Background: an optimization exercise with open tools, aiming at small area, a short achievable clock period and few clock cycles per item. Do not read the settings as production practice. In this exercise RTL edits were held to simulation tests only and were not proved equivalent to the original. Power and IR drop assume default switching activity.

// pp_reduction_sequencer
module pp_reduction_sequencer #(
    parameter int WIDTH  = 128,
    parameter int MAX_PP = 16,
    parameter int CNT_W  = 5
) (
    input  logic             clk,
    input  logic             rst,
    input  logic             start,
    input  logic [CNT_W-1:0] pp_count,
    output logic             busy,
    output logic             err,
    input  logic             in_valid,
    output logic             in_ready,
    input  logic [WIDTH-1:0] in_pp0,
    input  logic [WIDTH-1:0] in_pp1,
    output logic             out_valid,
    input  logic             out_ready,
    output logic [WIDTH-1:0] out_result
);
Size: ~2600 cells after synthesis, about 19000 um^2 of cells after synthesis.
export LEC_CHECK = 0
export ABC_AREA = 1
export CAP_MARGIN = 20
export CORE_MARGIN = 2
export CORE_UTILIZATION = 40
export SLEW_MARGIN = 20
create_clock -name core_clock -period 4.0 [get_ports {clk}]
standard.sh (not shown) runs the stock make flow with config.mk's settings and CLKGATE_MAP_FILE= SYNTH_SCRIPT=/design/flow/synth_recipe.tcl, a recipe that flattens the netlist after the stock synthesis.
==> flow/flow/run.sh <==
#!/bin/bash
# Standard ORFS layout, except that the port buffers are plain buf_1 cells
# (resizing may still upsize them) instead of the default delay buffers.
set -euo pipefail
bash standard.sh BUFFER_PORTS_ARGS="-buffer_cell sky130_fd_sc_hd__buf_1" finish > make_finish.log 2>&1
The first run finished with timing, DRC and antenna clean.
Testbench counts at the start, summed over its fixed seeds: cycles 8,944, items 2,000.
Next try:
Settings changed: ABC_AREA 1 to unset, CAP_MARGIN 20 to 0, SLEW_MARGIN 20 to 0.
Effect: Register-to-register slack got worse by 0.20 ns; first-iteration DRC count falls by 43%; sequential cell count does not change; final area falls by 5.4%.
Next try:
==> flow/flow/run.sh (replaced) <==
#!/bin/bash
# Standard ORFS layout with two changes: synthesis maps all logic through ABC
# (no separate full/half-adder extraction), and the port buffers are plain
# buf_1 cells instead of the default delay buffers.
set -euo pipefail
bash standard.sh ADDER_MAP_FILE= BUFFER_PORTS_ARGS="-buffer_cell sky130_fd_sc_hd__buf_1" finish > make_finish.log 2>&1
Settings changed: CAP_MARGIN 0 to 20, SLEW_MARGIN 0 to 20.
- The new run finished with setup timing left
- die area goes up by a little under a tenth
- area after synthesis goes up by a little under a tenth
- setup slack gets worse by 1.3 ns

* * *

Starting RTL as in the previous note.
Design pp_reduction_sequencer, start of the top module:
module pp_reduction_sequencer #(
    parameter int WIDTH  = 128,
    parameter int MAX_PP = 16,
    parameter int CNT_W  = 5
) (
    input  logic             clk,
    input  logic             rst,
    input  logic             start,
    input  logic [CNT_W-1:0] pp_count,
    output logic             busy,
    output logic             err,
    input  logic             in_valid,
    output logic             in_ready,
    input  logic [WIDTH-1:0] in_pp0,
    input  logic [WIDTH-1:0] in_pp1,
    output logic             out_valid,
    input  logic             out_ready,
    output logic [WIDTH-1:0] out_result
);
export LEC_CHECK = 0
export CAP_MARGIN = 20
export CORE_MARGIN = 2
export CORE_UTILIZATION = 40
export SLEW_MARGIN = 20
create_clock -name core_clock -period 4.0 [get_ports {clk}]
==> flow/flow/run.sh <==
#!/bin/bash
# Standard ORFS layout, except that the port buffers are plain buf_1 cells
# (resizing may still upsize them) instead of the default delay buffers.
set -euo pipefail
bash standard.sh BUFFER_PORTS_ARGS="-buffer_cell sky130_fd_sc_hd__buf_1" finish > make_finish.log 2>&1
The baseline passed the timing, design-rule and antenna checks.
Testbench counts at the start, summed over its fixed seeds: cycles 8,944, items 2,000.
Then changed:
--- a/flow/config.mk
+++ b/flow/config.mk
@@ -9,3 +9,4 @@
 export CORE_MARGIN = 2
 export CORE_UTILIZATION = 40
+export SETUP_SLACK_MARGIN = 0.5
 export SLEW_MARGIN = 20
After rerunning: Worst setup slack improved by 0.033 ns. Clock skew barely changes. Final cell count is higher by 2.7%. Total power increases by 10%. Final area rose by 10%. Sequential share of layout area came out lower by 1.9 points. Wire length went up by 13%.
Then changed:
--- a/flow/config.mk
+++ b/flow/config.mk
@@ -8,5 +8,5 @@
 export CAP_MARGIN = 20
 export CORE_MARGIN = 2
-export CORE_UTILIZATION = 40
-export SETUP_SLACK_MARGIN = 0.5
+export CORE_UTILIZATION = 55
+export PLACE_DENSITY = 0.75
 export SLEW_MARGIN = 20
Outcome: The changed run finished clean; critical path depth is unchanged; register-to-register slack improves by 0.02 ns; global-route usage rose by 4.9 points; combinational power goes down by about a fifth.
Then changed:
--- a/flow/config.mk
+++ b/flow/config.mk
@@ -8,5 +8,5 @@
 export CAP_MARGIN = 20
 export CORE_MARGIN = 2
-export CORE_UTILIZATION = 55
-export PLACE_DENSITY = 0.75
+export CORE_UTILIZATION = 40
 export SLEW_MARGIN = 20
+export SYNTH_HIERARCHICAL = 1
Outcome: With this change the flow finished but fails on setup timing; worst setup slack got worse by 0.61 ns; via count rose by 39%; power came out higher by 36%; maximum frequency fell by 14%; die area rises by 74%; sequential cell count does not change; hold slack hardly moves; area after synthesis rises by 28%; synthesized cell count rises by 40%; register-to-register slack improves by 0.12 ns; design area grows by 38%.

* * *

Starting RTL as in the previous note.
==> flow/design.v (excerpt) <==
module pp_reduction_sequencer #(
    parameter int WIDTH  = 128,
    parameter int MAX_PP = 16,
    parameter int CNT_W  = 5
) (
    input  logic             clk,
    input  logic             rst,
    input  logic             start,
    input  logic [CNT_W-1:0] pp_count,
    output logic             busy,
    output logic             err,
    input  logic             in_valid,
    output logic             in_ready,
    input  logic [WIDTH-1:0] in_pp0,
    input  logic [WIDTH-1:0] in_pp1,
    output logic             out_valid,
    input  logic             out_ready,
    output logic [WIDTH-1:0] out_result
);
clock: 4.0 ns
lec_check: 0
cap_margin: 20
core_margin: 2
core_utilization: 65
place_density: 0.85
slew_margin: 20
Scripts as last shown in full above: flow/flow/run.sh
The starting point finished with negative setup slack left.
Testbench counts at the start, summed over its fixed seeds: cycles 8,944, items 2,000.
Change:
==> flow/flow/run.sh (replaced) <==
#!/bin/bash
# Standard ORFS layout, except that the port buffers are plain buf_1 cells
# (resizing may still upsize them) instead of the default delay buffers, and
# that after global routing the resizer downsizes cells on paths with slack.
set -euo pipefail
bash standard.sh BUFFER_PORTS_ARGS="-buffer_cell sky130_fd_sc_hd__buf_1" RECOVER_POWER=100 finish > make_finish.log 2>&1
- CORE_UTILIZATION: 65 -> 40
- PLACE_DENSITY: 0.85 -> unset
Result: The changed run finished with max-capacitance violations, max-slew violations left; worst setup slack gets better by 0.12 ns; sequential power stays flat; clock-buffer cell count decreases by 6; first-iteration DRC count decreases by 39%; design area is higher by 1.5%; critical path depth stays the same; maximum frequency grows by 3.2%.

[static timing again, ports no longer ideal]
Ports are ideal in the flow. The routed layouts listed here were re-timed in OpenROAD.
Step 1: set_driving_cell puts a clkbuf_16 on clk and a buf_2 on each other input, an assumption about the parent block.
Step 2, shift: input delay + t, output delay - t, t = (earliest + latest rising clock arrival at the registers) / 2. This alone moves slack from input paths to output paths.
a / b / c = ideal ports / drivers / drivers and shift; a / b = the first two.
| run | t, ns | setup slack, ns | worst hold slack (ns) | worst setup path at the end | clock arrival spread, ns |
|---|---|---|---|---|---|
| the first run of note 1 | 0.502 | 0.137 / 0.082 / 0.043 | 0.505 / 0.505 / 0.505 | input to register | 0.011 / 0.011 |
| the second run of note 1 | 0.498 | 0.054 / 0.003 / -0.142 | 0.492 / 0.492 / 0.492 | input to register | 0.008 / 0.009 |
| the third run of note 1 | 0.545 | -1.224 / -1.279 / -1.049 | 0.528 / 0.509 / 0.528 | input to register | 0.017 / 0.016 |
| the first run of note 2 | 0.498 | 0.054 / 0.003 / -0.142 | 0.492 / 0.492 / 0.492 | input to register | 0.008 / 0.009 |
| the second run of note 2 | 0.485 | 0.087 / 0.036 / -0.160 | 0.509 / 0.509 / 0.509 | input to register | 0.009 / 0.009 |
| the third run of note 2 | 0.471 | 0.111 / 0.061 / -0.123 | 0.495 / 0.495 / 0.495 | input to register | 0.011 / 0.011 |
| the fourth run of note 2 | 0.534 | -0.504 / -0.562 / -0.049 | 0.497 / 0.497 / 0.497 | input to register | 0.009 / 0.010 |
| the first run of note 3 | 0.473 | -0.067 / -0.121 / -0.348 | 0.506 / 0.506 / 0.506 | input to register | 0.018 / 0.018 |
| the second run of note 3 | 0.498 | 0.057 / 0.006 / -0.142 | 0.493 / 0.493 / 0.493 | input to register | 0.010 / 0.009 |
For the first run of note 3, which loses most, drivers alone change the setup slack by -0.054 ns; drivers and shift together by -0.281 ns.
